This is an optimization exercise on Yosys and OpenROAD, whose aim is small area, a short achievable clock period and few clock cycles, not a production implementation.
Where RTL was checked, it was by simulation tests only, not by an equivalence proof against the original.
No functional check of the RTL was part of runs 1 and 4 to 6.
No activity file was given, so power comes from the tool's default toggle rates.

**design/flow/config.mk**
```make
export PLATFORM = sky130hd
export DESIGN_NAME = base58_encoder_unit
export DESIGN_NICKNAME = base58_encoder_unit
export VERILOG_FILES = /design/flow/design.v
export SDC_FILE = /design/flow/constraint.sdc
export NUM_CORES = 4
export LEC_CHECK = 0
export ABC_AREA = 1
export CAP_MARGIN = 20
export CORE_MARGIN = 2
export CORE_UTILIZATION = 40
export SLEW_MARGIN = 20
```
**design/flow/constraint.sdc**
```tcl
create_clock -name core_clock -period 12.0 [get_ports {i_clk}]
set_input_delay 2.4000 -clock core_clock [delete_from_list [all_inputs] [get_ports {i_clk}]]
set_output_delay 2.4000 -clock core_clock [all_outputs]
set_load 0.01 [all_outputs]
```
**design/flow/design.v**
```verilog
package b58enc_pkg;
    localparam int MAX_BYTES_DEF   = 32;
    localparam int DIGIT_SLOTS_DEF = 45;
    localparam int OUT_LIMIT       = 45;
    localparam int RADIX   = 58;
    localparam int BYTE_W  = 8;
    localparam int DIGIT_W = 6;
    localparam int CHAR_W  = 7;
    localparam int CARRY_W = 9;
    localparam int SUM_W   = 14;
    localparam int LEFT_W  = $clog2(OUT_LIMIT + 1);
    localparam int RECIP_SHIFT = 20;
    localparam int RECIP_MUL   = (1 << RECIP_SHIFT) / RADIX;
    localparam int RECIP_W     = 15;
    localparam logic [RADIX*8-1:0] ALPHABET =
        "123456789ABCDEFGHJKLMNPQRSTUVWXYZabcdefghijkmnopqrstuvwxyz";
    localparam logic [CHAR_W-1:0] ONE_CHAR = 7'h31;
    function automatic logic [CHAR_W-1:0] b58_char(input logic [DIGIT_W-1:0] d);
        logic [DIGIT_W-1:0] k;
        logic [7:0]         c;
        k = (d >= DIGIT_W'(RADIX)) ? d - DIGIT_W'(RADIX) : d;
        c = ALPHABET[(RADIX - 1 - k) * 8 +: 8];
        b58_char = c[CHAR_W-1:0];
    endfunction
    function automatic logic dbl_carry(input logic [DIGIT_W-1:0] d);
        dbl_carry = d[5] | (d[4] & d[3] & d[2] & (d[1] | d[0]));
    endfunction
    function automatic logic dbl_carry2(input logic [DIGIT_W-1:0] d, input logic c);
        logic [DIGIT_W-2:0] x;
        x = d[DIGIT_W-2:0];
        if (d[DIGIT_W-1]) dbl_carry2 = (x >= 5'd12) || ((x == 5'd11) && c);
        else              dbl_carry2 = ((x >= 5'd15) && (x <= 5'd28)) || ((x == 5'd14) && c);
    endfunction
    function automatic logic [DIGIT_W-1:0] dbl_digit(input logic [DIGIT_W-1:0] d, input logic g,
                                                     input logic c);
        logic t;
        t = d[1] | d[0];
        dbl_digit = {d[4] ^ (g & d[3] & d[2] & t),
                     d[3] ^ (g & d[2] & t),
                     d[2] ^ (g & t),
                     d[1] ^ (g & !d[0]),
                     d[0] ^ g,
                     c};
    endfunction
endpackage
module base58_encoder_unit #(
    parameter int MAX_BYTES   = b58enc_pkg::MAX_BYTES_DEF,
    parameter int DIGIT_SLOTS = b58enc_pkg::DIGIT_SLOTS_DEF,
    parameter int STEP_BITS   = 4
) (
    input  logic                          i_clk,
    input  logic                          i_rst_n,
    input  logic                          i_in_valid,
    output logic                          o_in_ready,
    input  logic [b58enc_pkg::BYTE_W-1:0] i_in_data_byte,
    input  logic                          i_in_last_byte,
    output logic                          o_out_valid,
    input  logic                          i_out_ready,
    output logic [b58enc_pkg::CHAR_W-1:0] o_out_char,
    output logic                          o_out_last_char,
    output logic                          o_out_overflow
);
    localparam int ND  = 44;                     
    localparam int DW  = b58enc_pkg::DIGIT_W;
    localparam int CW  = b58enc_pkg::CHAR_W;
    localparam int BYW = b58enc_pkg::BYTE_W;
    localparam int BW  = $clog2(MAX_BYTES + 1);
    localparam int NCH = BYW / STEP_BITS;
    localparam int NW  = $clog2(NCH + 1);
    localparam int FW  = CW + 2;                 
    localparam int PW  = $clog2(ND + 1);
    typedef enum logic [1:0] {
        O_IDLE, O_ONES, O_DIG, O_FLUSH
    } t_ostate;
    logic [DW-1:0]     r_dig [ND];
    logic [DW-1:0]     n_dig [ND];
    logic [DW-1:0]     stp   [STEP_BITS+1][ND];
    logic              gc    [STEP_BITS][ND];
    logic [ND-1:0]     r_msk, n_msk;             
    logic [ND-1:0]     nz;
    logic [BYW-1:0]    r_nxt, n_nxt;
    logic              r_nxt_v, n_nxt_v;
    logic              r_nxt_last, n_nxt_last;
    logic [BYW-1:0]    r_sh, n_sh;
    logic [NW-1:0]     r_nb, n_nb;
    logic [BW-1:0]     r_zp, n_zp;
    logic [BW-1:0]     r_bytes, n_bytes;
    logic              r_inzp, n_inzp;
    logic              r_ovf, n_ovf;
    logic              r_done, n_done;
    t_ostate           r_os, n_os;
    logic [BW-1:0]     r_ozp, n_ozp;
    logic              r_oovf, n_oovf;
    logic              r_onum, n_onum;
    logic              r_ofound, n_ofound;
    logic [PW-1:0]     r_opos, n_opos;           
    logic              r_qv, n_qv;
    logic [BW-1:0]     r_qzp, n_qzp;
    logic              r_qovf, n_qovf;
    logic              r_qnum, n_qnum;
    logic [PW-1:0]     r_qpos, n_qpos;           
    logic              r_qadj, n_qadj;
    logic              r_v0, n_v0, r_v1, n_v1;
    logic [FW-1:0]     r_f0, n_f0, r_f1, n_f1;
    logic              sel_st, sel_sh, sel_hd;
    logic              r_stall, n_stall, nzb2, sure_sh;
    logic              r_rst;                    
    logic              step, last_st, consume, hand, shift, push, pop, fin;
    logic              c_full, c_zero, c_drop, c_zp, c_load;
    logic [FW-1:0]     pdata;
    logic [DW-1:0]     top;
    assign o_in_ready      = !r_nxt_v;
    assign o_out_valid     = r_v0;
    assign o_out_char      = r_f0[FW-1 -: CW];
    assign o_out_last_char = r_f0[1];
    assign o_out_overflow  = r_f0[0];
    always_comb begin
        for (int i = 0; i < ND; i++) stp[0][i] = r_dig[i];
        for (int k = 0; k < STEP_BITS; k++) begin
            for (int i = 0; i < ND; i++)
                gc[k][i] = (k == 0) ? b58enc_pkg::dbl_carry(stp[k][i])
                         : b58enc_pkg::dbl_carry2(stp[k-1][i],
                               (i == 0) ? r_sh[BYW-k] : gc[k-1][i-1]);
            for (int i = 0; i < ND; i++) begin
                stp[k+1][i] = b58enc_pkg::dbl_digit(stp[k][i], gc[k][i],
                    (i == 0) ? r_sh[BYW-1-k] : gc[k][i-1]);
            end
        end
    end
    always_comb begin
        for (int i = 0; i < ND; i++) nz[i] = (r_dig[i] != '0);
        nzb2 = 1'b0;
        for (int i = 0; i + 2 < ND; i++) nzb2 = nzb2 | (nz[i] & !r_msk[i+1] & r_msk[i+2]);
        top        = r_dig[ND-1];
        n_os       = r_os;
        n_ozp      = r_ozp;
        n_oovf     = r_oovf;
        n_onum     = r_onum;
        n_ofound   = r_ofound;
        n_opos     = r_opos;
        n_qv       = r_qv;
        n_qzp      = r_qzp;
        n_qovf     = r_qovf;
        n_qnum     = r_qnum;
        n_qpos     = r_qpos;
        n_qadj     = r_qadj;
        n_msk      = r_msk;
        shift = 1'b0;
        push  = 1'b0;
        fin   = 1'b0;
        pdata = {b58enc_pkg::ONE_CHAR, 1'b0, r_oovf};
        unique case (r_os)
            O_IDLE: begin
            end
            O_ONES: begin
                if (r_onum && !r_ofound && (top == '0)) shift = 1'b1;
                if (!r_v1) begin
                    push     = 1'b1;
                    pdata[1] = !r_onum && (r_ozp == BW'(1));
                    n_ozp    = r_ozp - BW'(1);
                    if (r_ozp == BW'(1)) begin
                        if (r_onum) n_os = O_DIG;
                        else        fin  = 1'b1;
                    end
                end
            end
            O_DIG: begin
                if (!r_ofound && (top == '0)) begin
                    shift = 1'b1;
                end else if (!r_v1) begin
                    shift    = 1'b1;
                    push     = 1'b1;
                    pdata    = {b58enc_pkg::b58_char(top), r_opos == PW'(1), r_oovf};
                    n_ofound = 1'b1;
                    if (r_opos == PW'(1)) fin = 1'b1;
                end
            end
            O_FLUSH: begin
                shift = 1'b1;
                if (r_opos == PW'(1)) fin = 1'b1;
            end
            default: begin
                fin = 1'b1;
            end
        endcase
        sure_sh = ((r_os == O_DIG) && !r_v1) || (r_os == O_FLUSH);
        step    = (r_nb != '0) && ((sure_sh && !r_msk[0]) || !r_stall);
        last_st = (r_nb == '0) || ((r_nb == NW'(1)) && step);
        hand    = r_done && last_st && !r_qv;
        consume = r_nxt_v && last_st && (!r_done || !r_qv);
        c_full = !hand && (r_bytes >= BW'(MAX_BYTES));
        c_zero = (hand || r_inzp) && (r_nxt == '0);
        c_drop = consume && c_full;
        c_zp   = consume && !c_full && c_zero;
        c_load = consume && !c_full && !c_zero;
        n_nxt      = r_nxt;
        n_nxt_v    = r_nxt_v && !consume;
        n_nxt_last = r_nxt_last;
        if (i_in_valid && !r_nxt_v) begin
            n_nxt      = i_in_data_byte;
            n_nxt_last = i_in_last_byte;
            n_nxt_v    = 1'b1;
        end
        n_zp    = hand ? BW'(c_zp) : r_zp + BW'(c_zp);
        n_bytes = hand ? BW'(consume) : r_bytes + BW'(consume && !c_full);
        n_inzp  = (hand || r_inzp) && !c_load;
        n_ovf   = (!hand && r_ovf) || c_drop;
        n_done  = (!hand && r_done) || (consume && r_nxt_last);
        if (c_load) begin
            n_sh = r_nxt;
            n_nb = NW'(NCH);
        end else if (step) begin
            n_sh = r_sh << STEP_BITS;
            n_nb = r_nb - NW'(1);
        end else begin
            n_sh = r_sh;
            n_nb = r_nb;
        end
        if (shift) begin
            n_msk  = r_msk << 1;
            n_opos = r_opos - PW'(1);
        end
        if (fin) n_os = O_IDLE;
        if ((r_os == O_IDLE) || fin) begin
            if (r_qv) begin
                n_qv     = 1'b0;
                n_ozp    = r_qzp;
                n_oovf   = r_qovf;
                n_onum   = r_qnum;
                n_ofound = 1'b0;
                n_opos   = r_qpos + PW'(r_qadj);
                if (r_qzp != '0) n_os = O_ONES;
                else             n_os = O_DIG;
            end else if (hand) begin
                n_ozp    = r_zp;
                n_oovf   = r_ovf;
                n_onum   = !r_inzp;
                n_ofound = 1'b0;
                n_opos   = r_inzp ? PW'(0) : PW'(ND);
                if (r_zp != '0) n_os = O_ONES;
                else            n_os = O_DIG;
            end
        end else if (hand) begin
            n_qv   = 1'b1;
            n_qzp  = r_zp;
            n_qovf = r_ovf;
            n_qnum = !r_inzp;
            n_qpos = r_inzp ? PW'(0) : PW'(ND) - r_opos;
            n_qadj = !r_inzp && shift;
        end
        if (hand && !r_inzp) n_msk = '1;
        n_stall = n_msk[1] || (n_msk[ND-1] && (shift ? (step && (nzb2 || r_msk[1]))
                                                     : (step || nzb2)));
        for (int i = 0; i < ND; i++) begin
            sel_st = !r_msk[i] && step;
            sel_sh = r_msk[i] && shift;
            sel_hd = !(sel_st || sel_sh);
            n_dig[i] = ({DW{sel_st}} & stp[STEP_BITS][i])
                     | ({DW{sel_sh}} & ((i == 0) ? DW'(0) : r_dig[i-1]))
                     | ({DW{sel_hd}} & r_dig[i]);
        end
        pop  = r_v0 && i_out_ready;
        n_v0 = r_v0;
        n_v1 = r_v1;
        n_f0 = r_f0;
        n_f1 = r_f1;
        if (pop) begin
            n_f0 = r_f1;
            n_v0 = r_v1;
            n_v1 = 1'b0;
        end
        if (push && !r_rst) begin
            if (!n_v0) begin
                n_f0 = pdata;
                n_v0 = 1'b1;
            end else begin
                n_f1 = pdata;
                n_v1 = 1'b1;
            end
        end
    end
    always_ff @(posedge i_clk) begin
        for (int i = 0; i < ND; i++) r_dig[i] <= n_dig[i];
        r_rst <= !i_rst_n;
        if (!i_rst_n) begin
            r_nxt_v  <= 1'b0;
            r_v0     <= 1'b0;
            r_v1     <= 1'b0;
        end else begin
            r_nxt_v  <= n_nxt_v;
            r_v0     <= n_v0;
            r_v1     <= n_v1;
        end
        if (r_rst) begin
            r_msk    <= '1;
            r_stall  <= 1'b1;
            r_nb     <= '0;
            r_zp     <= '0;
            r_bytes  <= '0;
            r_inzp   <= 1'b1;
            r_ovf    <= 1'b0;
            r_done   <= 1'b0;
            r_os     <= O_FLUSH;
            r_opos   <= PW'(ND);
            r_qv     <= 1'b0;
        end else begin
            r_msk    <= n_msk;
            r_stall  <= n_stall;
            r_nb     <= n_nb;
            r_zp     <= n_zp;
            r_bytes  <= n_bytes;
            r_inzp   <= n_inzp;
            r_ovf    <= n_ovf;
            r_done   <= n_done;
            r_os     <= n_os;
            r_opos   <= n_opos;
            r_qv     <= n_qv;
        end
        r_nxt      <= n_nxt;
        r_nxt_last <= n_nxt_last;
        r_sh       <= n_sh;
        r_ozp      <= n_ozp;
        r_oovf     <= n_oovf;
        r_onum     <= n_onum;
        r_ofound   <= n_ofound;
        r_qzp      <= n_qzp;
        r_qovf     <= n_qovf;
        r_qnum     <= n_qnum;
        r_qpos     <= n_qpos;
        r_qadj     <= n_qadj;
        r_f0       <= n_f0;
        r_f1       <= n_f1;
    end
endmodule
```
**design/flow/flow/run.sh**
```bash
#!/bin/bash
# standard layout, except that synthesis maps the logic with the ABC script in
# flow/abc_area.script (more restructuring before an area-oriented mapping);
# everything else, including the synthesis passes before ABC, is ORFS's own
set -euo pipefail
WORK=$(pwd)
rm -rf "$WORK/scripts_abc"
cp -r "$FLOW_HOME/scripts" "$WORK/scripts_abc"
cp "$WORK/flow/abc_area.script" "$WORK/scripts_abc/abc_area.script"
bash standard.sh SCRIPTS_DIR="$WORK/scripts_abc" synth > "$WORK/synth.log" 2>&1
bash standard.sh > "$WORK/layout.log" 2>&1
```
**design/flow/flow/abc_area.script**
```
strash
dc2
balance
rewrite
refactor
balance
rewrite
rewrite -z
balance
refactor -z
rewrite -z
balance
&get -n
&deepsyn -T 150
&put
dch -f
map -a -B 0.9
topo
stime -c
buffer -c
upsize -c
dnsize -c
```
**design/flow/standard.sh**
```bash
#!/bin/bash
# synth_recipe.tcl (not shown) runs the flow's synth.tcl, then flattens the netlist and writes it again
# the make line also repeats each setting of config.mk as NAME=value (left out here)
make -C /OpenROAD-flow-scripts/flow DESIGN_CONFIG=/design/flow/config.mk WORK_HOME=/design/flow/orfs CLKGATE_MAP_FILE= SYNTH_SCRIPT=/design/flow/synth_recipe.tcl "${@:-finish}"
```
==> impl_metrics.env, run 1 <==
export IMPL_outcome="no timing/DRC/antenna violations"
export IMPL_finalWorstPathRequiredPeriod_ps=4340
export IMPL_count_of_buffers_inserted_at_the_top_level_ports=23
export IMPL_whs_path_depth=0
export IMPL_maximum_number_of_pins_on_one_net_before_global_route_repair=53
export IMPL_synthToLayoutAreaGrowth_pct=9.227
export IMPL_setup_worst_path_start_class="flip-flop"
export IMPL_post_cts_resize_count=0
export IMPL_synth_cell_type_count=84
export IMPL_clock_skew_final_ps=21.07
export IMPL_pin_count=24
export IMPL_gr_total_overflow=0
export IMPL_postSynthCellCount=4903
export IMPL_setup_violations_final=0
export IMPL_grt_setup_unrepaired="no"
export IMPL_die_h_um=290.5
export IMPL_async_reset_ff_share_pct=0
export IMPL_irDropWorstVdd_mv=0.1474
export IMPL_power_per_cell_area_nw_per_um2=272.0
export IMPL_antenna_cells=0
export IMPL_tritoncts="done"
export IMPL_power_leakage_nw=15.51
export IMPL_grt_antenna_before_repair=1
export IMPL_endpoint_kind="flip-flop"
export IMPL_cp_arrival_ps=4810
export IMPL_grt_pass1_vias=30960
export IMPL_grt_pass1_wl_mm=155.2
export IMPL_floorplan_die_area_um2=84410
export IMPL_hpwlAfterDp_mm=73.33
export IMPL_cts_htree_levels=2
export IMPL_synth_most_common_cell="nand2_1"
export IMPL_core_area_um2=81720
export IMPL_fill_cells=8645
export IMPL_layout_drive_gt1_share_pct=6.154
export IMPL_critical_hold_path_startpoint="r_ovf$_SDFF_PP0_"
export IMPL_criticalPathCategory="reg2reg"
export IMPL_critical_path_peak_fanout=6
export IMPL_synth_top_area_share_pct=21.64
export IMPL_max_clock_path_buffers=3
export IMPL_worst_hold_path_type="reg2reg"
export IMPL_drt_drc_violations_left=0
export IMPL_vias=33050
export IMPL_syn_nets=5109
export IMPL_rr_startpoint="r_dig[3][1]$_DFF_P_"
export IMPL_sequential_element_share_of_the_synthesized_area_pct=25.57
export IMPL_multi_input_area_um2=21040
export IMPL_timing_final_hold_violations=0
export IMPL_final_cell_count_no_fill=6059
export IMPL_number_of_enable_type_register_cells_in_the_synthesized_netlist=43
export IMPL_gp_congestion=0.9011
export IMPL_globalRouteTotalUtil_pct=21.57
export IMPL_synth_cell_area_um2=32840
export IMPL_cts_buffers_inserted=47
export IMPL_synthTopCellsByArea="dfxtp_1, nand2_1, inv_1"
export IMPL_floorplan_rows=105
export IMPL_yosys_warnings=6
export IMPL_detail_route_first_pass_iterations=5
export IMPL_ff_latch_area_um2=8398
export IMPL_initial_core_util_pct=40.19
export IMPL_synth_common_cells="nand2_1, inv_1, nor2_1, dfxtp_1, a21oi_1"
export IMPL_final_min_period_over_clock_period_pct=36.17
export IMPL_insertion_delay_ps=590
export IMPL_post_drt_via_cell_ratio=5.454
export IMPL_synth_largest_area_cell="dfxtp_1"
export IMPL_routed_wl_mm=94.20
export IMPL_place_detailed_instances=5973
export IMPL_fin_worst_hold_slack_ps=439.7
export IMPL_floorplan_die_width_um=290.5
export IMPL_drt_iter0_drc=2255
export IMPL_worstRegToRegCells=20
export IMPL_clock_sinks=398
export IMPL_postRouteAntennaNets=0
export IMPL_ys_flop_type="dfxtp_1"
export IMPL_report_final_slew_viol_count=0
export IMPL_setup_reg_to_reg_worst_slack_ps=7660
export IMPL_tns_ps=0
export IMPL_timing_max_cap_violations=0
export IMPL_holdPathEnd="r_qovf$_DFFE_PP_"
export IMPL_worst_pin_slew_ps=1056
export IMPL_post_cts_setup_buffers=0
export IMPL_cts_root_buffer_cell="clkbuf_16"
export IMPL_timing_slew_headroom_pct=29.11
export IMPL_reg2reg_to="r_dig[4][5]$_DFF_P_"
export IMPL_clock_fmax_mhz=230.4
export IMPL_syn_avg_cell_area_um2=6.699
export IMPL_post_synthesis_register_bit_count=398
export IMPL_nNetsFinal=5158
export IMPL_worst_ep_required_time_ps=12470
export IMPL_postCtsHoldBufs=0
export IMPL_clk_transition_reported_paths_ps=60
export IMPL_average_routed_wire_per_standard_cell_um=15.55
flip-flops by register name, indices dropped and copies added, names as in the netlist, 2 cells and up:
signal / count
r_bytes: 6
r_dig: 264
r_f0: 9
r_f1: 9
r_msk: 44
r_nb: 2
r_nxt: 8
r_opos: 6
r_os: 2
r_ozp: 6
r_qpos: 6
r_qzp: 6
r_sh: 8
r_zp: 6
area by class of cell:
class / instances / share of cell area (%)
Timing Repair Buffer: 29 / 0.7673
Clock inverter: 18 / 0.4290
Tap cell: 1070 / 3.732
Sequential cell: 398 / 23.41
Clock buffer: 68 / 3.781
Multi-Input combinational cell: 3595 / 58.65
Inverter: 881 / 9.232
critical path, cell delays in order (launching register included):
cell and delay (ps):
dfxtp_1 360, nor2_1 280, nor3_1 110, nor2_1 400, inv_2 110, nand4_1 90
a31oi_1 110, nor3_1 560, inv_1 210, ha_1 240, xnor2_1 390, a21oi_1 130
o311ai_1 260, nand2_1 80, o21ai_1 260, nand2_1 100, or2_1 260, nand2_1 90
nand2_1 50, nand3_1 60, a21oi_1 70
cells in the final DEF (no fill, tap or decap), drive strengths merged, types with 140 or more instances in the layout:
cell type,instances
inv,880
nand2,801
nor2,620
dfxtp,355
a21oi,320
o21ai,280
nand3,203
ha,193
xor2,156
xnor2,140
logic make-up after synthesis:
group                      share of synthesized area (%)
and+or+nand+nor                                    24.88
AOI/OAI and AO/OA                                  23.64
buffers and inverters                              10.42
DFF                                                25.57
xor gates and xnor gates                           7.917
adders and majority gates                          7.574
worst max-delay path by stage:
stage | from | end | slack (ps) | depth (start not counted)
detailed placement | r_dig[43][2]$_DFF_P_ | r_f0[5]$_DFF_P_ | 7730 | 25
CTS | r_dig[43][2]$_DFF_P_ | r_f0[5]$_DFF_P_ | 7700 | 25
floorplan | r_dig[43][2]$_DFF_P_ | r_f1[5]$_DFFE_PP_ | 8390 | 23
global placement | r_dig[17][3]$_DFF_P_ | r_dig[18][5]$_DFF_P_ | 7780 | 25
global route | r_dig[17][3]$_DFF_P_ | r_dig[18][5]$_DFF_P_ | 7170 | 25
finish | r_dig[3][1]$_DFF_P_ | r_dig[4][5]$_DFF_P_ | 7660 | 20
per-stage QoR:
stage / setup WS, ps / utilization (%) / area [um^2] / total power, mW
6_report: 7660 / 43.90 / 35870 / 9.758
5_1_grt: 7169 / 43.90 / 35870 / 10.69
4_1_cts: 7697 / 43.90 / 35870 / 9.733
3_5_place_dp: 7731 / 42.05 / 34360 / 8.259
3_3_place_gp: 7776 / 42.05 / 34360 / 8.244
2_1_floorplan: 8385 / - / 32840 / 6.842
report_power, final:
| part | switching [mW] | internal (mW) |
|---|---|---|
| logic | 3.93 | 2.22 |
| clock network | 0.594 | 0.827 |
| registers | 0.472 | 1.72 |
| total | 5.00 | 4.76 |
per-layer routing:
| layer | share of wire (%) | track usage [%] |
|---|---|---|
| met1 | 48 | 29.50 |
| met2 | 46 | 36.19 |
| met3 | 4.1 | 2.508 |
| met4 | 1.9 | 5.143 |
| met5 | 0.014 | 0 |
==> run 2: changes to the inputs <==
--- a/design/flow/design.v
+++ b/design/flow/design.v
@@ -119,5 +119,5 @@
         for (int k = 0; k < STEP_BITS; k++) begin
             for (int i = 0; i < ND; i++)
-                gc[k][i] = (k == 0) ? b58enc_pkg::dbl_carry(stp[k][i])
+                gc[k][i] = (k != 1 && k != 3) ? b58enc_pkg::dbl_carry(stp[k][i])
                          : b58enc_pkg::dbl_carry2(stp[k-1][i],
                                (i == 0) ? r_sh[BYW-k] : gc[k-1][i-1]);
==> design/flow/flow/abc_area.script (replaced) <==
strash
dc2
balance
rewrite
refactor
balance
rewrite
rewrite -z
balance
refactor -z
rewrite -z
balance
dch -f
map -a -B 0.9
topo
stime -c
buffer -c
upsize -c
dnsize -c
==> impl_metrics.env, run 2 <==
export IMPL_syn_avg_cell_area_um2=6.710
export IMPL_cpPeakStageDelay_ps=580
export IMPL_critical_path_peak_fanout=6
export IMPL_endpoint_kind="output pin"
export IMPL_report_final_slew_viol_count=0
export IMPL_synth_cell_area_um2=32100
export IMPL_grt_pass1_wl_mm=142.1
export IMPL_fin_area_um2=35200
export IMPL_die_h_um=287.3
export IMPL_criticalPathCategory="reg2out"
export IMPL_post_cts_setup_buffers=0
export IMPL_critical_path_cell_count=1
export IMPL_synth_common_cells="nand2_1, inv_1, nor2_1, dfxtp_1, o221ai_1"
export IMPL_critical_path_buf_inv_count=1
export IMPL_postSynthCellCount=4783
export IMPL_timing_max_cap_violations=0
export IMPL_synth_cell_type_count=69
export IMPL_wl_met3_mm=3.058
export IMPL_worstPathCellList="clkdlybuf4s50_1"
export IMPL_average_routed_wire_per_standard_cell_um=14.33
export IMPL_power_mw=7.991
export IMPL_synth_top_area_share_pct=22.14
export IMPL_rr_startpoint="r_dig[33][2]$_DFF_P_"
export IMPL_whs_path_depth=0
export IMPL_detailedPlace_worstSlack_ps=7730
export IMPL_timing_slew_headroom_pct=39.72
export IMPL_drt_iter0_drc=1896
export IMPL_gr_total_overflow=0
export IMPL_yosys_warnings=6
export IMPL_final_min_period_over_clock_period_pct=33.43
export IMPL_post_drt_via_cell_ratio=5.303
export IMPL_floorplan_rows=103
export IMPL_cpMaxStageDelayCell="clkdlybuf4s50_1"
export IMPL_top_layer="met4"
export IMPL_floorplan_die_area_um2=82520
export IMPL_synthTopCellsByArea="dfxtp_1, nand2_1, inv_1"
export IMPL_synthToLayoutAreaGrowth_pct=9.680
export IMPL_clk_transition_reported_paths_ps=60
export IMPL_postCtsHoldBufs=0
export IMPL_worst_ep_required_time_ps=9600
export IMPL_cts_root_buffer_cell="clkbuf_16"
export IMPL_async_reset_ff_share_pct=0
export IMPL_outcome="no timing/DRC/antenna violations"
export IMPL_cp_arrival_ps=1610
export IMPL_cts_htree_levels=2
export IMPL_layout_drive_gt1_share_pct=6.042
export IMPL_worst_hold_path_type="reg2reg"
export IMPL_nNetsFinal=5034
export IMPL_detail_route_wirelength_met1_mm=42.07
export IMPL_finalWorstPathRequiredPeriod_ps=4011
export IMPL_ys_flop_type="dfxtp_1"
export IMPL_worstRegToRegCells=21
export IMPL_clock_fmax_mhz=249.3
export IMPL_synth_largest_area_cell="dfxtp_1"
export IMPL_syn_nets=4989
export IMPL_insertion_delay_ps=600
export IMPL_holdPathEnd="r_f1[0]$_DFFE_PP_"
export IMPL_timing_final_hold_violations=0
export IMPL_worst_pin_slew_ps=904.2
export IMPL_cts_buffers_inserted=47
export IMPL_initial_core_util_pct=40.50
export IMPL_setup_violations_final=0
export IMPL_grt_pass1_vias=29050
export IMPL_pin_count=24
export IMPL_placed_cell_area_um2=33570
export IMPL_post_route_worst_setup_slack_ps=7989
export IMPL_critical_hold_path_startpoint="r_oovf$_DFFE_PP_"
export IMPL_drt_drc_violations_left=0
export IMPL_tritoncts="done"
export IMPL_clock_sinks=398
export IMPL_irDropWorstVdd_mv=0.1037
export IMPL_power_leakage_nw=15.03
export IMPL_gp_congestion=0.8584
export IMPL_reg_top3="r_dig x264, r_msk x44"
export IMPL_layout_commonest_cell="nand2_1"
export IMPL_detailroute_wirelength_met2_mm=38.20
export IMPL_number_of_enable_type_register_cells_in_the_synthesized_netlist=43
export IMPL_sequential_element_share_of_the_synthesized_area_pct=26.17
export IMPL_synth_most_common_cell="nand2_1"
export IMPL_core_area_um2=79260
export IMPL_globalRouteTotalUtil_pct=20.17
export IMPL_grt_setup_unrepaired="no"
export IMPL_floorplan_die_width_um=287.3
export IMPL_power_per_cell_area_nw_per_um2=227.0
export IMPL_hpwlAfterDp_mm=66.13
export IMPL_critPathTopFamily="buffers and inverters"
export IMPL_detail_route_first_pass_iterations=6
export IMPL_largest_register_ffs=264
export IMPL_maximum_number_of_pins_on_one_net_before_global_route_repair=49
export IMPL_routed_wl_mm=84.79
export IMPL_clock_skew_final_ps=24.61
export IMPL_mostFrequentLayoutCells="nand2_1, inv_1, nor2_1"
export IMPL_tns_ps=0
export IMPL_max_flop_register="r_dig"
export IMPL_count_of_buffers_inserted_at_the_top_level_ports=23
export IMPL_post_cts_resize_count=0
export IMPL_max_clock_path_buffers=3
export IMPL_grt_antenna_before_repair=0
export IMPL_setup_reg_to_reg_worst_slack_ps=8040
export IMPL_setup_worst_path_start_class="flip-flop"
export IMPL_post_synthesis_register_bit_count=398
export IMPL_reg2reg_to="r_dig[35][5]$_DFF_P_"
export IMPL_antenna_cells=0
export IMPL_postRouteAntennaNets=0
export IMPL_vias=31370
run 2: layout make-up:
class | count | area (um^2)
clock buffers | 67 | 1343
clock inverters | 20 | 287.8
fillers | 8190 | 44050
inverters | 883 | 3314
flip-flops and latches | 398 | 8398
multi-input cells | 3470 | 20280
well taps | 1050 | 1314
repair buffers | 28 | 267.8
run 2: cell families (layout without fill, tap and decap cells):
kind of cell,Yosys count,after routing,share of synthesized area [%]
AO/OA/AOI/OAI,1066,1066,22.24
XOR/XNOR,291,291,7.941
flip-flops,398,398,26.17
buffers and inverters,915,998,10.70
multiplexers,7,7,0.2183
adder cells (fa/ha/maj),193,193,7.524
AND/OR/NAND/NOR,1913,1913,25.20
run 2: routing by layer:
layer	vias to the layer above	global-route usage (%)
li1	16320	-
met1	14380	28.35
met2	577	33.27
met3	96	1.881
met4	0	4.609
met5	-	0
run 2: power breakdown:
part | switching (mW) | total (mW) | internal, mW
combinational | 2.84 | 4.36 | 1.52
clock | 0.602 | 1.52 | 0.914
sequential | 0.399 | 2.12 | 1.72
run 2: how the worst max path moves through the flow:
| stage | from | end | slack (ps) |
|---|---|---|---|
| after floorplan | i_out_ready | r_f1[0]$_DFFE_PP_ | 8640 |
| after global placement | i_out_ready | r_f0[2]$_DFF_P_ | 7730 |
| final | r_v0$_SDFF_PN0_ | o_out_valid | 7990 |
| after global routing | r_dig[43][0]$_DFF_P_ | r_ozp[0]$_DFF_P_ | 7420 |
| after detailed placement | i_out_ready | r_f0[2]$_DFF_P_ | 7730 |
| after CTS | r_dig[43][0]$_DFF_P_ | r_opos[1]$_SDFF_PP0_ | 7910 |
run 2: stage by stage:
step	hold slack [ps]	utilization [%]	cells
3_5_place_dp	447.3	42.35	5829
6_report	461.8	44.42	5916
5_1_grt	473.3	44.42	5916
3_3_place_gp	442.3	42.35	5829
4_1_cts	467.0	44.41	5916
2_1_floorplan	421.5	-	4783
Testbench counts of run 2, summed over its fixed seeds: cycles 8,391.
==> run 3: changes to the inputs <==
--- a/design/flow/flow/run.sh
+++ b/design/flow/flow/run.sh
@@ -9,3 +9,3 @@
 cp "$WORK/flow/abc_area.script" "$WORK/scripts_abc/abc_area.script"
 bash standard.sh SCRIPTS_DIR="$WORK/scripts_abc" synth > "$WORK/synth.log" 2>&1
-bash standard.sh > "$WORK/layout.log" 2>&1
+bash standard.sh SETUP_SLACK_MARGIN=8.3 > "$WORK/layout.log" 2>&1
==> impl_metrics.env, run 3 <==
export IMPL_clock_power_share_pct=17.0
export IMPL_grt_antenna_before_repair=0
export IMPL_worst_hold_path_type="reg2reg"
export IMPL_yosys_warnings=6
export IMPL_whs_path_depth=0
export IMPL_drt_drc_violations_left=0
export IMPL_syn_nets=4989
export IMPL_cts_root_buffer_cell="clkbuf_16"
export IMPL_worst_pin_slew_ps=863.0
export IMPL_final_util_pct=49.72
export IMPL_clock_skew_final_ps=21.82
export IMPL_die_h_um=287.3
export IMPL_critPathTopFamily="flip-flops"
export IMPL_nNetsFinal=5217
export IMPL_grt_setup_unrepaired="yes"
export IMPL_report_final_slew_viol_count=0
export IMPL_outcome="no timing/DRC/antenna violations"
export IMPL_net_switching_power_mw=4.339
export IMPL_postRouteAntennaNets=0
export IMPL_synth_cell_area_um2=32100
export IMPL_vias=32380
export IMPL_worstRegToRegCells=22
export IMPL_globalRouteTotalUtil_pct=20.34
export IMPL_core_area_um2=79260
export IMPL_endpoint_kind="output pin"
export IMPL_setup_worst_path_start_class="flip-flop"
export IMPL_number_of_enable_type_register_cells_in_the_synthesized_netlist=43
export IMPL_syn_avg_cell_area_um2=6.710
export IMPL_async_reset_ff_share_pct=0
export IMPL_clock_sinks=398
export IMPL_final_min_period_over_clock_period_pct=30.40
export IMPL_combinationalPowerShare_pct=58.2
export IMPL_power_leakage_nw=16.81
export IMPL_cts_htree_levels=2
export IMPL_average_routed_wire_per_standard_cell_um=14.81
export IMPL_clk_transition_reported_paths_ps=60
export IMPL_synth_most_common_cell="nand2_1"
export IMPL_max_flop_register="r_dig"
export IMPL_reg2reg_to="r_dig[17][5]$_DFF_P_"
export IMPL_timing_slew_headroom_pct=42.47
export IMPL_antenna_cells=0
export IMPL_final_cell_count_no_fill=6099
export IMPL_rr_startpoint="r_dig[16][2]$_DFF_P_"
export IMPL_cpMaxStageDelayCell="dfxtp_2"
export IMPL_critical_path_peak_fanout=6
export IMPL_largest_register_ffs=264
export IMPL_floorplan_die_area_um2=82520
export IMPL_hpwlAfterDp_mm=66.13
export IMPL_relative_contribution_of_sequential_cells_to_total_power_pct=24.8
export IMPL_cts_buffers_inserted=47
export IMPL_routed_wl_mm=90.30
export IMPL_holdPathEnd="r_f1[0]$_DFFE_PP_"
export IMPL_place_detailed_instances=5829
export IMPL_tns_ps=0
export IMPL_power_per_cell_area_nw_per_um2=227.4
export IMPL_p_int_mw=4.621
export IMPL_finalWorstPathRequiredPeriod_ps=3648
export IMPL_grt_pass1_wl_mm=143.4
export IMPL_met2_usage_pct=33.63
export IMPL_grt_pass1_vias=29380
export IMPL_reg_top3="r_dig x264, r_msk x44"
export IMPL_setup_violations_final=0
export IMPL_detail_route_first_pass_iterations=6
export IMPL_mostFrequentLayoutCells="nand2_1, inv_1, nor2_1"
export IMPL_tritoncts="done"
export IMPL_floorplan_rows=103
export IMPL_drt_iter0_drc=1822
export IMPL_critical_path_buf_inv_count=1
export IMPL_critical_hold_path_startpoint="r_oovf$_DFFE_PP_"
export IMPL_switching_share_pct=48.43
export IMPL_synth_largest_area_cell="dfxtp_1"
export IMPL_postSynthCellCount=4783
export IMPL_post_synthesis_register_bit_count=398
export IMPL_cp_arrival_ps=1250
export IMPL_max_clock_path_buffers=3
export IMPL_synth_top_area_share_pct=22.14
export IMPL_met1_usage_pct=28.52
export IMPL_sequential_element_share_of_the_synthesized_area_pct=26.17
export IMPL_worst_ep_required_time_ps=9600
export IMPL_synthTopCellsByArea="dfxtp_1, nand2_1, inv_1"
export IMPL_synthToLayoutAreaGrowth_pct=22.77
export IMPL_synth_common_cells="nand2_1, inv_1, nor2_1, dfxtp_1, o221ai_1"
export IMPL_cpPeakStageDelay_ps=380
export IMPL_gp_congestion=0.8584
export IMPL_floorplan_die_width_um=287.3
export IMPL_setup_reg_to_reg_worst_slack_ps=8430
export IMPL_insertion_delay_ps=600
export IMPL_initial_core_util_pct=40.50
export IMPL_maximum_number_of_pins_on_one_net_before_global_route_repair=49
export IMPL_ys_flop_type="dfxtp_1"
export IMPL_count_of_buffers_inserted_at_the_top_level_ports=23
export IMPL_met3_usage_pct=1.921
export IMPL_gr_total_overflow=0
export IMPL_clock_fmax_mhz=274.1
export IMPL_layout_drive_gt1_share_pct=20.50
export IMPL_timing_max_cap_violations=0
export IMPL_irDropWorstVdd_mv=0.1079
export IMPL_criticalPathCategory="reg2out"
export IMPL_post_drt_via_cell_ratio=5.308
export IMPL_worstPathCellList="clkdlybuf4s15_1"
export IMPL_synth_cell_type_count=69
export IMPL_layout_commonest_cell="nand2_1"
export IMPL_timing_final_hold_violations=0
export IMPL_grt_busiest_layer="met2"
export IMPL_pin_count=24
-- run 3: cell counts after synthesis --
No cell type changed its count.
-- run 3: per-stage QoR --
step	cell area, um^2	hold slack (ps)	total power [mW]	worst slack (ps)
3_5_place_dp	33570	447.3	6.452	7730
3_3_place_gp	33570	442.3	6.444	7726
2_1_floorplan	32100	421.5	5.431	8641
4_1_cts	35760	467.0	8.119	8233
6_report	39400	456.5	8.959	8352
5_1_grt	39400	469.3	9.726	8152
-- run 3: final cells by class --
| class | instances | area, um^2 |
|---|---|---|
| clock inverter | 20 | 287.8 |
| timing repair buffer | 211 | 1632 |
| inverter | 883 | 3339 |
| multi-input combinational | 3470 | 22900 |
| sequential | 398 | 8592 |
| clock buffer | 67 | 1343 |
| fill | 7902 | 39850 |
| tap | 1050 | 1314 |
-- run 3: how the worst max path moves through the flow --
stage	start	endpoint	slack, ps	depth (start not counted)
after floorplan	i_out_ready	r_f1[0]$_DFFE_PP_	8640	3
after global placement	i_out_ready	r_f0[2]$_DFF_P_	7730	4
after detailed placement	i_out_ready	r_f0[2]$_DFF_P_	7730	4
after CTS	r_dig[29][1]$_DFF_P_	r_dig[31][5]$_DFF_P_	8230	23
after global routing	r_dig[16][2]$_DFF_P_	r_dig[18][5]$_DFF_P_	8150	24
final	r_v0$_SDFF_PN0_	o_out_valid	8350	1
-- run 3: repair_timing --
item,4_1_cts,5_1_grt
hold buffers,0,0
setup buffers,22,161
hold endpoints to repair,0,0
endpoints found under the setup margin,108,257
pin swaps,19,216
gates resized for setup,113,634
-- run 3: cells by family (layout without fill, tap and decap cells) --
kind of cell,count (synthesis),count (layout),share of synthesized area [%]
xor gates and xnor gates,291,291,7.941
AOI/OAI and AO/OA,1066,1066,22.24
adders and majority gates,193,193,7.524
and+or+nand+nor,1913,1913,25.20
buffers and inverters,915,1181,10.70
DFF,398,398,26.17
muxes,7,7,0.2183
-- run 3: routing by layer --
metal | vias up | wire (um)
met1 | 15050 | 43240
met5 | - | 0
li1 | 16670 | -
met3 | 112 | 3017
met2 | 547 | 42500
met4 | 0 | 1537
-- run 3: power groups by stage --
stage / registers (mW) / logic (mW) / clock network [mW]
2_1_floorplan: 2.02 / 3.41 / 0
3_3_place_gp: 2.14 / 4.31 / 0
3_5_place_dp: 2.13 / 4.32 / 0
4_1_cts: 2.12 / 4.45 / 1.55
5_1_grt: 2.28 / 5.85 / 1.60
6_report: 2.22 / 5.22 / 1.52
==> run 4: changes to the inputs <==
--- a/design/flow/design.v
+++ b/design/flow/design.v
@@ -17,9 +17,10 @@
     localparam logic [CHAR_W-1:0] ONE_CHAR = 7'h31;
     function automatic logic [CHAR_W-1:0] b58_char(input logic [DIGIT_W-1:0] d);
-        logic [DIGIT_W-1:0] k;
-        logic [7:0]         c;
-        k = (d >= DIGIT_W'(RADIX)) ? d - DIGIT_W'(RADIX) : d;
-        c = ALPHABET[(RADIX - 1 - k) * 8 +: 8];
-        b58_char = c[CHAR_W-1:0];
+        if (d < DIGIT_W'(9))       b58_char = CHAR_W'(d) + CHAR_W'(8'h31);
+        else if (d < DIGIT_W'(17)) b58_char = CHAR_W'(d) + CHAR_W'(8'h38);
+        else if (d < DIGIT_W'(22)) b58_char = CHAR_W'(d) + CHAR_W'(8'h39);
+        else if (d < DIGIT_W'(33)) b58_char = CHAR_W'(d) + CHAR_W'(8'h3A);
+        else if (d < DIGIT_W'(44)) b58_char = CHAR_W'(d) + CHAR_W'(8'h40);
+        else                       b58_char = CHAR_W'(d) + CHAR_W'(8'h41);
     endfunction
     function automatic logic dbl_carry(input logic [DIGIT_W-1:0] d);
@@ -78,5 +79,4 @@
     logic              gc    [STEP_BITS][ND];
     logic [ND-1:0]     r_msk, n_msk;             
-    logic [ND-1:0]     nz;
     logic [BYW-1:0]    r_nxt, n_nxt;
     logic              r_nxt_v, n_nxt_v;
@@ -104,5 +104,5 @@
     logic [FW-1:0]     r_f0, n_f0, r_f1, n_f1;
     logic              sel_st, sel_sh, sel_hd;
-    logic              r_stall, n_stall, nzb2, sure_sh;
+    logic              r_stall, n_stall, sure_sh;
     logic              r_rst;                    
     logic              step, last_st, consume, hand, shift, push, pop, fin;
@@ -129,7 +129,4 @@
     end
     always_comb begin
-        for (int i = 0; i < ND; i++) nz[i] = (r_dig[i] != '0);
-        nzb2 = 1'b0;
-        for (int i = 0; i + 2 < ND; i++) nzb2 = nzb2 | (nz[i] & !r_msk[i+1] & r_msk[i+2]);
         top        = r_dig[ND-1];
         n_os       = r_os;
@@ -250,6 +247,5 @@
         end
         if (hand && !r_inzp) n_msk = '1;
-        n_stall = n_msk[1] || (n_msk[ND-1] && (shift ? (step && (nzb2 || r_msk[1]))
-                                                     : (step || nzb2)));
+        n_stall = n_msk[1] || (n_msk[ND-1] && (!shift || step));
         for (int i = 0; i < ND; i++) begin
             sel_st = !r_msk[i] && step;
--- a/design/flow/flow/run.sh
+++ b/design/flow/flow/run.sh
@@ -9,3 +9,3 @@
 cp "$WORK/flow/abc_area.script" "$WORK/scripts_abc/abc_area.script"
 bash standard.sh SCRIPTS_DIR="$WORK/scripts_abc" synth > "$WORK/synth.log" 2>&1
-bash standard.sh SETUP_SLACK_MARGIN=8.3 > "$WORK/layout.log" 2>&1
+bash standard.sh > "$WORK/layout.log" 2>&1
==> impl_metrics.env, run 4 <==
export IMPL_gr_total_overflow=0
export IMPL_timing_max_cap_violations=0
export IMPL_tritoncts="done"
export IMPL_routed_wl_mm=80.61
export IMPL_critPathTopFamily="buffers and inverters"
export IMPL_drt_iter0_drc=1949
export IMPL_nNetsFinal=4908
export IMPL_critical_path_peak_fanout=4
export IMPL_power_per_cell_area_nw_per_um2=211.0
export IMPL_report_final_slew_viol_count=0
export IMPL_power_leakage_nw=14.98
export IMPL_critical_path_cell_count=2
export IMPL_cpMaxStageDelayCell="clkdlybuf4s50_1"
export IMPL_vias=30090
export IMPL_synthMuxAreaShare_pct=0.1892
export IMPL_initial_core_util_pct=40.31
export IMPL_cts_root_buffer_cell="clkbuf_16"
export IMPL_final_cell_count_no_fill=5790
export IMPL_clk_transition_reported_paths_ps=60
export IMPL_globalRouteTotalUtil_pct=19.37
export IMPL_antenna_cells=0
export IMPL_pin_count=24
export IMPL_async_reset_ff_share_pct=0
export IMPL_floorplan_rows=103
export IMPL_drt_drc_violations_left=0
export IMPL_tns_ps=0
export IMPL_post_drt_via_cell_ratio=5.197
export IMPL_worstPathCellList="inv_1, clkdlybuf4s50_1"
export IMPL_post_cts_setup_buffers=0
export IMPL_critical_path_buf_inv_count=2
export IMPL_largest_register_ffs=264
export IMPL_floorplan_die_width_um=285.7
export IMPL_finalWorstPathRequiredPeriod_ps=4262
export IMPL_postSynthCellCount=4672
export IMPL_outcome="no timing/DRC/antenna violations"
export IMPL_post_synthesis_register_bit_count=398
export IMPL_clock_sinks=398
export IMPL_synth_top_family_by_area="simple AND/OR/NAND/NOR gates"
export IMPL_detailedPlace_worstSlack_ps=7708
export IMPL_timing_final_hold_violations=0
export IMPL_number_of_enable_type_register_cells_in_the_synthesized_netlist=43
export IMPL_gp_congestion=0.8574
export IMPL_whs_path_depth=2
export IMPL_setup_worst_path_start_class="flip-flop"
export IMPL_yosys_area_share_adder_pct=7.529
export IMPL_grt_pass1_vias=27890
export IMPL_postCtsHoldBufs=0
export IMPL_max_clock_path_buffers=3
export IMPL_endpoint_kind="output pin"
export IMPL_synth_common_cells="inv_1, nand2_1, nor2_1, dfxtp_1, o221ai_1"
export IMPL_fill_cells=8207
export IMPL_worstRegToRegCells=16
export IMPL_layout_drive_gt1_share_pct=7.658
export IMPL_grt_setup_unrepaired="no"
export IMPL_fin_worst_hold_slack_ps=467.8
export IMPL_synth_cell_area_um2=31740
export IMPL_grt_antenna_before_repair=0
export IMPL_final_min_period_over_clock_period_pct=35.52
export IMPL_cts_htree_levels=2
export IMPL_syn_avg_cell_area_um2=6.794
export IMPL_synth_cell_type_count=82
export IMPL_worst_pin_slew_ps=1009
export IMPL_power_mw=7.320
export IMPL_synthTopCellsByArea="dfxtp_1, inv_1, nand2_1"
export IMPL_yosys_area_share_xor_xnor_pct=7.529
export IMPL_irDropWorstVdd_mv=0.1066
export IMPL_timing_slew_headroom_pct=32.11
export IMPL_worst_hold_path_type="reg2reg"
export IMPL_synth_largest_area_cell="dfxtp_1"
export IMPL_cpPeakStageDelay_ps=690
export IMPL_grt_pass1_wl_mm=135.8
export IMPL_yosys_warnings=6
export IMPL_clock_skew_final_ps=32.15
export IMPL_average_routed_wire_per_standard_cell_um=13.92
export IMPL_insertion_delay_ps=600
export IMPL_post_route_worst_setup_slack_ps=7738
export IMPL_syn_nets=4876
export IMPL_floorplan_die_area_um2=81630
export IMPL_mostFrequentLayoutCells="inv_1, nand2_1, nor2_1"
export IMPL_synth_top_area_share_pct=22.39
export IMPL_reg_top3="r_dig x264, r_msk x44"
export IMPL_layout_commonest_cell="inv_1"
export IMPL_maximum_number_of_pins_on_one_net_before_global_route_repair=50
export IMPL_setup_violations_final=0
export IMPL_postRouteAntennaNets=0
export IMPL_place_detailed_instances=5705
export IMPL_core_area_um2=78740
export IMPL_criticalPathCategory="reg2out"
export IMPL_post_cts_resize_count=0
export IMPL_synth_simple_area_share_pct=23.67
export IMPL_die_h_um=285.7
export IMPL_count_of_buffers_inserted_at_the_top_level_ports=23
export IMPL_cts_buffers_inserted=47
export IMPL_hpwlAfterDp_mm=62.74
export IMPL_worst_ep_required_time_ps=9600
export IMPL_detail_route_first_pass_iterations=6
export IMPL_cp_arrival_ps=1860
export IMPL_synth_compound_area_share_pct=23.07
export IMPL_synthToLayoutAreaGrowth_pct=9.310
export IMPL_synth_most_common_cell="inv_1"
export IMPL_sequential_element_share_of_the_synthesized_area_pct=26.46
export IMPL_clock_fmax_mhz=234.6
export IMPL_ys_flop_type="dfxtp_1"
export IMPL_max_flop_register="r_dig"
-- run 4: final timing paths --
check | start | end | slack [ps]
hold / removal | r_sh[4]$_DFFE_PP_ | r_dig[0][0]$_DFF_P_ | 470
hold reg to reg | r_sh[4]$_DFFE_PP_ | r_dig[0][0]$_DFF_P_ | 470
setup reg to reg | r_dig[43][1]$_DFF_P_ | r_opos[0]$_SDFF_PP0_ | 8000
setup / recovery | r_nxt_v$_SDFF_PN0_ | o_in_ready | 7740
-- run 4: layer usage --
| metal | track usage, % | part of all wire [%] | up-vias |
|---|---|---|---|
| met5 | 0 | 0 | - |
| li1 | - | - | 15750 |
| met3 | 1.890 | 3.7 | 81 |
| met1 | 27.04 | 50 | 13750 |
| met4 | 3.914 | 1.4 | 0 |
| met2 | 32.42 | 45 | 507 |
-- run 4: per-stage QoR --
stage	instance area, um^2	util [%]
2_1_floorplan	31740	-
3_3_place_gp	33150	42.10
3_5_place_dp	33150	42.10
4_1_cts	34700	44.07
5_1_grt	34700	44.07
6_report	34700	44.07
-- run 4: logic make-up after synthesis --
family | Yosys count
AO/OA/AOI/OAI | 1075
XOR/XNOR | 272
adder cells (fa/ha/maj) | 191
buffers and inverters | 972
flip-flops | 398
multiplexers | 6
AND/OR/NAND/NOR | 1758
-- run 4: final cells by class --
| class | count | area (um^2) | share of cell area (%) |
|---|---|---|---|
| timing repair buffer | 29 | 275.3 | 0.7933 |
| tap | 1050 | 1314 | 3.786 |
| multi-input combinational | 3302 | 19680 | 56.73 |
| clock buffer | 64 | 1335 | 3.848 |
| inverter | 926 | 3481 | 10.03 |
| clock inverter | 21 | 211.5 | 0.6094 |
| sequential | 398 | 8398 | 24.20 |
-- run 4: worst min-delay path, cell delays in order, from the launching register on --
cell and delay, ps:
edfxtp_1 330, nand2_1 50, o21ai_0 60
-- run 4: report_power, final --
part,switching (mW),internal [mW],leakage [nW]
registers,0.351,1.71,3.29
clock network,0.600,0.845,0.755
logic,2.49,1.32,10.9
total,3.45,3.87,15.0
==> run 5: changes to the inputs <==
--- a/design/flow/config.mk
+++ b/design/flow/config.mk
@@ -10,3 +10,5 @@
 export CORE_MARGIN = 2
 export CORE_UTILIZATION = 40
+export CTS_BUF_LIST = sky130_fd_sc_hd__clkbuf_8
+export CTS_CLUSTER_SIZE = 24
 export SLEW_MARGIN = 20
==> impl_metrics.env, run 5 <==
export IMPL_report_final_slew_viol_count=0
export IMPL_post_drt_via_cell_ratio=5.158
export IMPL_post_synthesis_register_bit_count=398
export IMPL_floorplan_die_width_um=285.7
export IMPL_grt_setup_unrepaired="no"
export IMPL_floorplan_die_area_um2=81630
export IMPL_final_cell_count_no_fill=5834
export IMPL_worst_pin_slew_ps=1005
export IMPL_synthToLayoutAreaGrowth_pct=9.263
export IMPL_layout_commonest_cell="inv_1"
export IMPL_ys_flop_type="dfxtp_1"
export IMPL_hpwlAfterDp_mm=62.74
export IMPL_clock_sinks=398
export IMPL_endpoint_kind="output pin"
export IMPL_power_mw=7.245
export IMPL_relative_contribution_of_sequential_cells_to_total_power_pct=28.4
export IMPL_clk_transition_reported_paths_ps=50
export IMPL_detail_route_first_pass_iterations=6
export IMPL_timing_slew_headroom_pct=32.36
export IMPL_tritoncts="done"
export IMPL_maximum_number_of_pins_on_one_net_before_global_route_repair=50
export IMPL_drt_iter0_drc=1946
export IMPL_finalWorstPathRequiredPeriod_ps=4290
export IMPL_synth_common_cells="inv_1, nand2_1, nor2_1, dfxtp_1, o221ai_1"
export IMPL_synth_most_common_cell="inv_1"
export IMPL_fill_cells=8240
export IMPL_tns_ps=0
export IMPL_vias=30090
export IMPL_outcome="no timing/DRC/antenna violations"
export IMPL_clock_power_share_pct=18.9
export IMPL_post_cts_setup_buffers=0
export IMPL_reg_top3="r_dig x264, r_msk x44"
export IMPL_net_switching_power_mw=3.442
export IMPL_worst_ep_required_time_ps=9600
export IMPL_critical_path_buf_inv_count=2
export IMPL_setup_worst_path_start_class="flip-flop"
export IMPL_globalRouteTotalUtil_pct=19.58
export IMPL_gr_total_overflow=0
export IMPL_initial_core_util_pct=40.31
export IMPL_max_flop_register="r_dig"
export IMPL_number_of_enable_type_register_cells_in_the_synthesized_netlist=43
export IMPL_cpMaxStageDelayCell="clkdlybuf4s50_1"
export IMPL_layout_drive_gt1_share_pct=8.217
export IMPL_synth_cell_area_um2=31740
export IMPL_average_routed_wire_per_standard_cell_um=13.87
export IMPL_largest_register_ffs=264
export IMPL_grt_pass1_vias=28050
export IMPL_cp_arrival_ps=1890
export IMPL_gp_congestion=0.8574
export IMPL_place_detailed_instances=5705
export IMPL_routed_wl_mm=80.94
export IMPL_cpPeakStageDelay_ps=670
export IMPL_max_clock_path_buffers=3
export IMPL_final_min_period_over_clock_period_pct=35.75
export IMPL_clock_fmax_mhz=233.1
export IMPL_syn_avg_cell_area_um2=6.794
export IMPL_setup_violations_final=0
export IMPL_grt_antenna_before_repair=1
export IMPL_combinationalPowerShare_pct=52.6
export IMPL_synthTopCellsByArea="dfxtp_1, inv_1, nand2_1"
export IMPL_async_reset_ff_share_pct=0
export IMPL_core_area_um2=78740
export IMPL_post_cts_resize_count=0
export IMPL_criticalPathCategory="reg2out"
export IMPL_sequential_element_share_of_the_synthesized_area_pct=26.46
export IMPL_cts_htree_levels=3
export IMPL_postCtsHoldBufs=0
export IMPL_synth_cell_type_count=82
export IMPL_floorplan_rows=103
export IMPL_synth_top_area_share_pct=22.39
export IMPL_pin_count=24
export IMPL_synth_largest_area_cell="dfxtp_1"
export IMPL_worst_hold_path_type="reg2reg"
export IMPL_syn_nets=4876
export IMPL_insertion_delay_ps=670
export IMPL_die_h_um=285.7
export IMPL_mostFrequentLayoutCells="inv_1, nand2_1, nor2_1"
export IMPL_timing_max_cap_violations=0
export IMPL_nNetsFinal=4935
export IMPL_grt_pass1_wl_mm=136.3
export IMPL_p_int_mw=3.804
export IMPL_power_per_cell_area_nw_per_um2=208.9
export IMPL_power_leakage_nw=15.07
export IMPL_cts_root_buffer_cell="clkbuf_8"
export IMPL_critPathTopFamily="buffers and inverters"
export IMPL_switching_share_pct=47.50
export IMPL_worstPathCellList="inv_1, clkdlybuf4s50_1"
export IMPL_count_of_buffers_inserted_at_the_top_level_ports=23
export IMPL_cts_buffers_inserted=74
export IMPL_clock_skew_final_ps=37.06
export IMPL_irDropWorstVdd_mv=0.08299
export IMPL_timing_final_hold_violations=0
export IMPL_yosys_warnings=6
export IMPL_drt_drc_violations_left=0
export IMPL_postRouteAntennaNets=0
export IMPL_postSynthCellCount=4672
export IMPL_critical_path_peak_fanout=4
## run 5: cell counts after synthesis
Identical to the previous run, type by type.
## run 5: path summary, 6_finish.rpt
check	slack, ps	to	start	depth (start not counted)
hold / removal	480	r_dig[28][2]$_DFF_P_	r_dig[28][2]$_DFF_P_	2
hold reg to reg	480	r_dig[28][2]$_DFF_P_	r_dig[28][2]$_DFF_P_	2
setup reg to reg	8010	r_opos[0]$_SDFF_PP0_	r_dig[43][1]$_DFF_P_	16
setup / recovery	7710	o_in_ready	r_nxt_v$_SDFF_PN0_	2
## run 5: tightest hold or removal path: cells and delay by family, from the launching register on
kind / cells / cell delay (ps)
flops: 1 / 330
simple gates: 1 / 60
compound gates: 1 / 60
## run 5: cell families (layout without fill, tap and decap cells)
family	Yosys count	in the layout	synth area share (%)
compound gates	1075	1075	23.07
xor+xnor	272	272	7.529
fa+ha+maj	191	191	7.529
buf+inv	972	1083	11.56
flops	398	398	26.46
mux	6	6	0.1892
other cells	0	1	0
simple gates	1758	1758	23.67
## run 5: routing by layer
metal	global-route usage (%)	vias up	share of wire, %	wire length (um)
met3	2.584	99	3.7	2960
met2	32.31	481	45	36320
met4	4.804	0	1.7	1360
met5	0	-	0	0
met1	26.99	13700	50	40290
li1	-	15810	-	-
## run 5: stage by stage
stage          instance area [um^2]  utilization, %  hold WS (ps)  worst slack, ps
2_1_floorplan                 31740               -         421.5             8598
3_3_place_gp                  33150           42.10         442.3             7664
3_5_place_dp                  33150           42.10         455.3             7708
4_1_cts                       34680           44.04         474.1             7602
5_1_grt                       34680           44.05         504.0             7456
6_report                      34680           44.05         477.1             7710
## run 5: cell type report
class / instances / area (um^2) / area share, %
multi-input combinational: 3302 / 19680 / 56.75
clock buffer: 92 / 1266 / 3.651
sequential: 398 / 8398 / 24.21
timing repair buffer: 29 / 275.3 / 0.7936
antenna: 1 / 2.502 / 0.007215
tap: 1050 / 1314 / 3.788
clock inverter: 36 / 262.8 / 0.7576
inverter: 926 / 3481 / 10.04
## run 5: power by group through the flow
stage,clock network (mW),logic [mW],registers (mW)
floorplan,0,3.03,1.96
finish,1.37,3.81,2.06
global placement,0,3.77,2.08
CTS,1.42,3.82,2.05
detailed placement,0,3.79,2.08
global route,1.48,4.35,2.10
==> run 6: changes to the inputs <==
--- a/design/flow/design.v
+++ b/design/flow/design.v
@@ -80,5 +80,5 @@
     logic [ND-1:0]     r_msk, n_msk;             
     logic [BYW-1:0]    r_nxt, n_nxt;
-    logic              r_nxt_v, n_nxt_v;
+    logic              r_nxt_e, n_nxt_e;          
     logic              r_nxt_last, n_nxt_last;
     logic [BYW-1:0]    r_sh, n_sh;
@@ -110,5 +110,5 @@
     logic [FW-1:0]     pdata;
     logic [DW-1:0]     top;
-    assign o_in_ready      = !r_nxt_v;
+    assign o_in_ready      = r_nxt_e;
     assign o_out_valid     = r_v0;
     assign o_out_char      = r_f0[FW-1 -: CW];
@@ -185,5 +185,5 @@
         last_st = (r_nb == '0) || ((r_nb == NW'(1)) && step);
         hand    = r_done && last_st && !r_qv;
-        consume = r_nxt_v && last_st && (!r_done || !r_qv);
+        consume = !r_nxt_e && last_st && (!r_done || !r_qv);
         c_full = !hand && (r_bytes >= BW'(MAX_BYTES));
         c_zero = (hand || r_inzp) && (r_nxt == '0);
@@ -192,10 +192,10 @@
         c_load = consume && !c_full && !c_zero;
         n_nxt      = r_nxt;
-        n_nxt_v    = r_nxt_v && !consume;
+        n_nxt_e    = r_nxt_e || consume;
         n_nxt_last = r_nxt_last;
-        if (i_in_valid && !r_nxt_v) begin
+        if (i_in_valid && r_nxt_e) begin
             n_nxt      = i_in_data_byte;
             n_nxt_last = i_in_last_byte;
-            n_nxt_v    = 1'b1;
+            n_nxt_e    = 1'b0;
         end
         n_zp    = hand ? BW'(c_zp) : r_zp + BW'(c_zp);
@@ -280,9 +280,9 @@
         r_rst <= !i_rst_n;
         if (!i_rst_n) begin
-            r_nxt_v  <= 1'b0;
+            r_nxt_e  <= 1'b1;
             r_v0     <= 1'b0;
             r_v1     <= 1'b0;
         end else begin
-            r_nxt_v  <= n_nxt_v;
+            r_nxt_e  <= n_nxt_e;
             r_v0     <= n_v0;
             r_v1     <= n_v1;
--- a/design/flow/config.mk
+++ b/design/flow/config.mk
@@ -10,5 +10,3 @@
 export CORE_MARGIN = 2
 export CORE_UTILIZATION = 40
-export CTS_BUF_LIST = sky130_fd_sc_hd__clkbuf_8
-export CTS_CLUSTER_SIZE = 24
 export SLEW_MARGIN = 20
==> impl_metrics.env, run 6 <==
export IMPL_gr_total_overflow=0
export IMPL_cpPeakStageDelay_ps=490
export IMPL_yosys_warnings=6
export IMPL_synthToLayoutAreaGrowth_pct=9.703
export IMPL_floorplan_rows=102
export IMPL_yosys_area_share_adder_pct=7.730
export IMPL_hpwlAfterDp_mm=59.84
export IMPL_pin_count=24
export IMPL_met3_usage_pct=2.001
export IMPL_syn_avg_cell_area_um2=6.734
export IMPL_synthTopCellsByArea="dfxtp_1, nand2_1, inv_1"
export IMPL_finalWorstPathRequiredPeriod_ps=4208
export IMPL_tritoncts="done"
export IMPL_ys_flop_type="dfxtp_1"
export IMPL_cts_root_buffer_cell="clkbuf_16"
export IMPL_synth_cell_type_count=72
export IMPL_synth_largest_area_cell="dfxtp_1"
export IMPL_clock_power_share_pct=20.0
export IMPL_endpoint_kind="flip-flop"
export IMPL_cpMaxStageDelayCell="a2111oi_1"
export IMPL_timing_slew_headroom_pct=34.40
export IMPL_post_drt_via_cell_ratio=5.177
export IMPL_cts_htree_levels=2
export IMPL_layout_commonest_cell="nand2_1"
export IMPL_critical_path_peak_fanout=5
export IMPL_relative_contribution_of_sequential_cells_to_total_power_pct=28.7
export IMPL_postCtsHoldBufs=0
export IMPL_setup_violations_final=0
export IMPL_worst_ep_required_time_ps=12440
export IMPL_power_per_cell_area_nw_per_um2=210.9
export IMPL_timing_max_cap_violations=0
export IMPL_grt_busiest_layer="met2"
export IMPL_detail_route_first_pass_iterations=5
export IMPL_initial_core_util_pct=40.25
export IMPL_sequential_element_share_of_the_synthesized_area_pct=27.02
export IMPL_drt_iter0_drc=2008
export IMPL_max_flop_register="r_dig"
export IMPL_met2_usage_pct=31.55
export IMPL_gp_congestion=0.8617
export IMPL_critPathTopFamily="compound AO/OA/AOI/OAI gates"
export IMPL_post_synthesis_register_bit_count=398
export IMPL_nNetsFinal=4863
export IMPL_net_switching_power_mw=3.331
export IMPL_grt_pass1_vias=27360
export IMPL_postRouteAntennaNets=0
export IMPL_setup_reg_to_reg_worst_slack_ps=7790
export IMPL_clock_sinks=398
export IMPL_report_final_slew_viol_count=0
export IMPL_routed_wl_mm=78.50
export IMPL_combinationalPowerShare_pct=51.4
export IMPL_met1_usage_pct=27.98
export IMPL_drt_drc_violations_left=0
export IMPL_power_mw=7.189
export IMPL_die_h_um=282.7
export IMPL_synth_simple_area_share_pct=23.11
export IMPL_worst_pin_slew_ps=980.4
export IMPL_number_of_enable_type_register_cells_in_the_synthesized_netlist=43
export IMPL_reg_top3="r_dig x264, r_msk x44"
export IMPL_outcome="no timing/DRC/antenna violations"
export IMPL_clock_skew_final_ps=26.12
export IMPL_globalRouteTotalUtil_pct=19.41
export IMPL_setup_worst_path_start_class="flip-flop"
export IMPL_max_clock_path_buffers=3
export IMPL_postSynthCellCount=4615
export IMPL_mostFrequentLayoutCells="nand2_1, inv_1, nor2_1"
export IMPL_grt_antenna_before_repair=0
export IMPL_synth_compound_area_share_pct=22.56
export IMPL_tns_ps=0
export IMPL_synth_common_cells="nand2_1, inv_1, nor2_1, dfxtp_1, o221ai_1"
export IMPL_vias=29690
export IMPL_floorplan_die_area_um2=79940
export IMPL_clk_transition_reported_paths_ps=60
export IMPL_synthMuxAreaShare_pct=0.2255
export IMPL_core_area_um2=77210
export IMPL_power_leakage_nw=14.66
export IMPL_p_int_mw=3.858
export IMPL_grt_setup_unrepaired="no"
export IMPL_cp_arrival_ps=4640
export IMPL_syn_nets=4820
export IMPL_maximum_number_of_pins_on_one_net_before_global_route_repair=53
export IMPL_worstPathCellList="inv_1, a2111oi_1, nor2_1, inv_1, a31oi_1, o22ai_1, nand2_1, o21ai_1, ha_1, inv_1, nor2_1, nor3_1, a21oi_1, inv_1, a31oi_1, o31ai_1, nand2_1, nor2_1, nand2_1, nand2_1, a21oi_1, o21ai_0, o221ai_1"
export IMPL_irDropWorstVdd_mv=0.1138
export IMPL_average_routed_wire_per_standard_cell_um=13.69
export IMPL_antenna_cells=0
export IMPL_synth_most_common_cell="nand2_1"
export IMPL_synth_top_family_by_area="simple AND/OR/NAND/NOR gates"
export IMPL_async_reset_ff_share_pct=0
export IMPL_synth_top_area_share_pct=22.87
export IMPL_fill_cells=7917
export IMPL_count_of_buffers_inserted_at_the_top_level_ports=23
export IMPL_grt_pass1_wl_mm=132.9
export IMPL_yosys_area_share_xor_xnor_pct=8.028
export IMPL_synth_cell_area_um2=31080
export IMPL_layout_drive_gt1_share_pct=4.834
export IMPL_floorplan_die_width_um=282.7
export IMPL_post_cts_setup_buffers=0
export IMPL_switching_share_pct=46.33
export IMPL_worst_hold_path_type="reg2reg"
export IMPL_timing_final_hold_violations=0
export IMPL_post_cts_resize_count=0
export IMPL_critical_path_buf_inv_count=4
export IMPL_final_min_period_over_clock_period_pct=35.07
export IMPL_final_util_pct=44.15
export IMPL_largest_register_ffs=264
export IMPL_insertion_delay_ps=590
export IMPL_criticalPathCategory="reg2reg"
export IMPL_cts_buffers_inserted=46
export IMPL_clock_fmax_mhz=237.7
[run 6: changes by cell type after synthesis, sizes merged, moves of 8 or more]
| cell | before | now |
|---|---|---|
| o211ai | 64 | 53 |
| nor3 | 87 | 75 |
| nand3 | 138 | 157 |
| o21ai | 366 | 333 |
| nor2 | 622 | 571 |
| nand2 | 825 | 849 |
| o221ai | 234 | 242 |
| o22ai | 23 | 31 |
| inv | 918 | 899 |
[run 6: per-layer routing]
| metal | share of wire, % | wire length (um) |
|---|---|---|
| met3 | 3.6 | 2815 |
| met1 | 51 | 40230 |
| met2 | 44 | 34570 |
| met4 | 1.1 | 881 |
| met5 | 0 | 0 |
[run 6: cell type report]
class	instances	area, um^2	area share (%)
Multi-Input combinational cell	3281	19180	56.26
Sequential cell	398	8398	24.63
Inverter	903	3392	9.949
Clock buffer	69	1391	4.081
Tap cell	1040	1301	3.817
Timing Repair Buffer	28	267.8	0.7854
Clock inverter	17	160.2	0.4698
[run 6: worst paths after layout]
kind | from | endpoint | depth (start not counted)
hold / removal | r_sh[4]$_DFFE_PP_ | r_dig[0][0]$_DFF_P_ | 2
hold reg to reg | r_sh[4]$_DFFE_PP_ | r_dig[0][0]$_DFF_P_ | 2
setup / recovery | r_dig[1][3]$_DFF_P_ | r_dig[3][5]$_DFF_P_ | 23
setup reg to reg | r_dig[1][3]$_DFF_P_ | r_dig[3][5]$_DFF_P_ | 23
[run 6: cells by family (layout without fill, tap and decap cells)]
| group | Yosys count | count (layout) |
|---|---|---|
| adder cells (fa/ha/maj) | 192 | 192 |
| XOR/XNOR | 284 | 284 |
| flip-flops | 398 | 398 |
| multiplexers | 7 | 7 |
| AO/OA/AOI/OAI | 1053 | 1053 |
| buffers and inverters | 936 | 1017 |
| AND/OR/NAND/NOR | 1745 | 1745 |
[run 6: metrics by stage]
stage / std cells / setup slack, ps / cell area (um^2) / hold slack (ps)
floorplan: 4615 / 8587 / 31080 / 421.5
global placement: 5650 / 7693 / 32540 / 433.4
detailed placement: 5650 / 7657 / 32540 / 435.7
CTS: 5736 / 7795 / 34090 / 449.8
global route: 5736 / 7316 / 34090 / 483.0
finish: 5736 / 7792 / 34090 / 452.5
[run 6: power by group through the flow]
stage	logic [mW]	clock network [mW]	registers, mW
global placement	3.64	0	2.08
detailed placement	3.65	0	2.08
finish	3.69	1.44	2.06
CTS	3.69	1.48	2.05
floorplan	2.90	0	1.97
global route	4.22	1.53	2.11
[run 6: tightest hold or removal path: stages (launching register included)]
cell and delay [ps]:
edfxtp_1 320, nand2_1 50, o21ai_0 60

-- afterwards: timing with drivers on the ports --
How much do the figures lean on ideal ports? The routed layouts below were timed once more, with nothing changed but the port constraints.
Step 1 sets driving cells, clkbuf_16 on the clock port and buf_2 on the other inputs (assumed; they add their load-dependent delay and slew).
Step 2 moves the port delays by t, midway between the first and last clock arrival at a register: inputs arrive t later, outputs are due t later. That takes back most of the time a late clock gives input paths.
Three values: no drivers, after step 1, after step 2; two values: the first two.
| run | t, ns | setup WS [ns] | hold WS [ns] | clock arrival spread, ns | worst data-port slew with drivers (ns) |
|---|---|---|---|---|---|
| run 1 | 0.642 | 7.660 / 7.660 / 7.660 | 0.440 / 0.440 / 0.440 | 0.021 / 0.022 | 0.04 |
| run 2 | 0.654 | 7.989 / 7.924 / 7.894 | 0.462 / 0.462 / 0.462 | 0.026 / 0.026 | 0.04 |
| run 3 | 0.659 | 8.352 / 8.286 / 7.894 | 0.457 / 0.457 / 0.457 | 0.022 / 0.022 | 0.04 |
| run 4 | 0.650 | 7.738 / 7.670 / 7.688 | 0.468 / 0.468 / 0.468 | 0.032 / 0.032 | 0.07 |
| run 5 | 0.716 | 7.710 / 7.644 / 7.649 | 0.477 / 0.477 / 0.477 | 0.037 / 0.037 | 0.07 |
| run 6 | 0.635 | 7.792 / 7.792 / 7.792 | 0.453 / 0.453 / 0.453 | 0.028 / 0.028 | 0.05 |
After both steps every run listed still meets setup and hold. For run 3, which loses most, drivers alone change the setup slack by -0.066 ns; drivers and shift together by -0.458 ns.
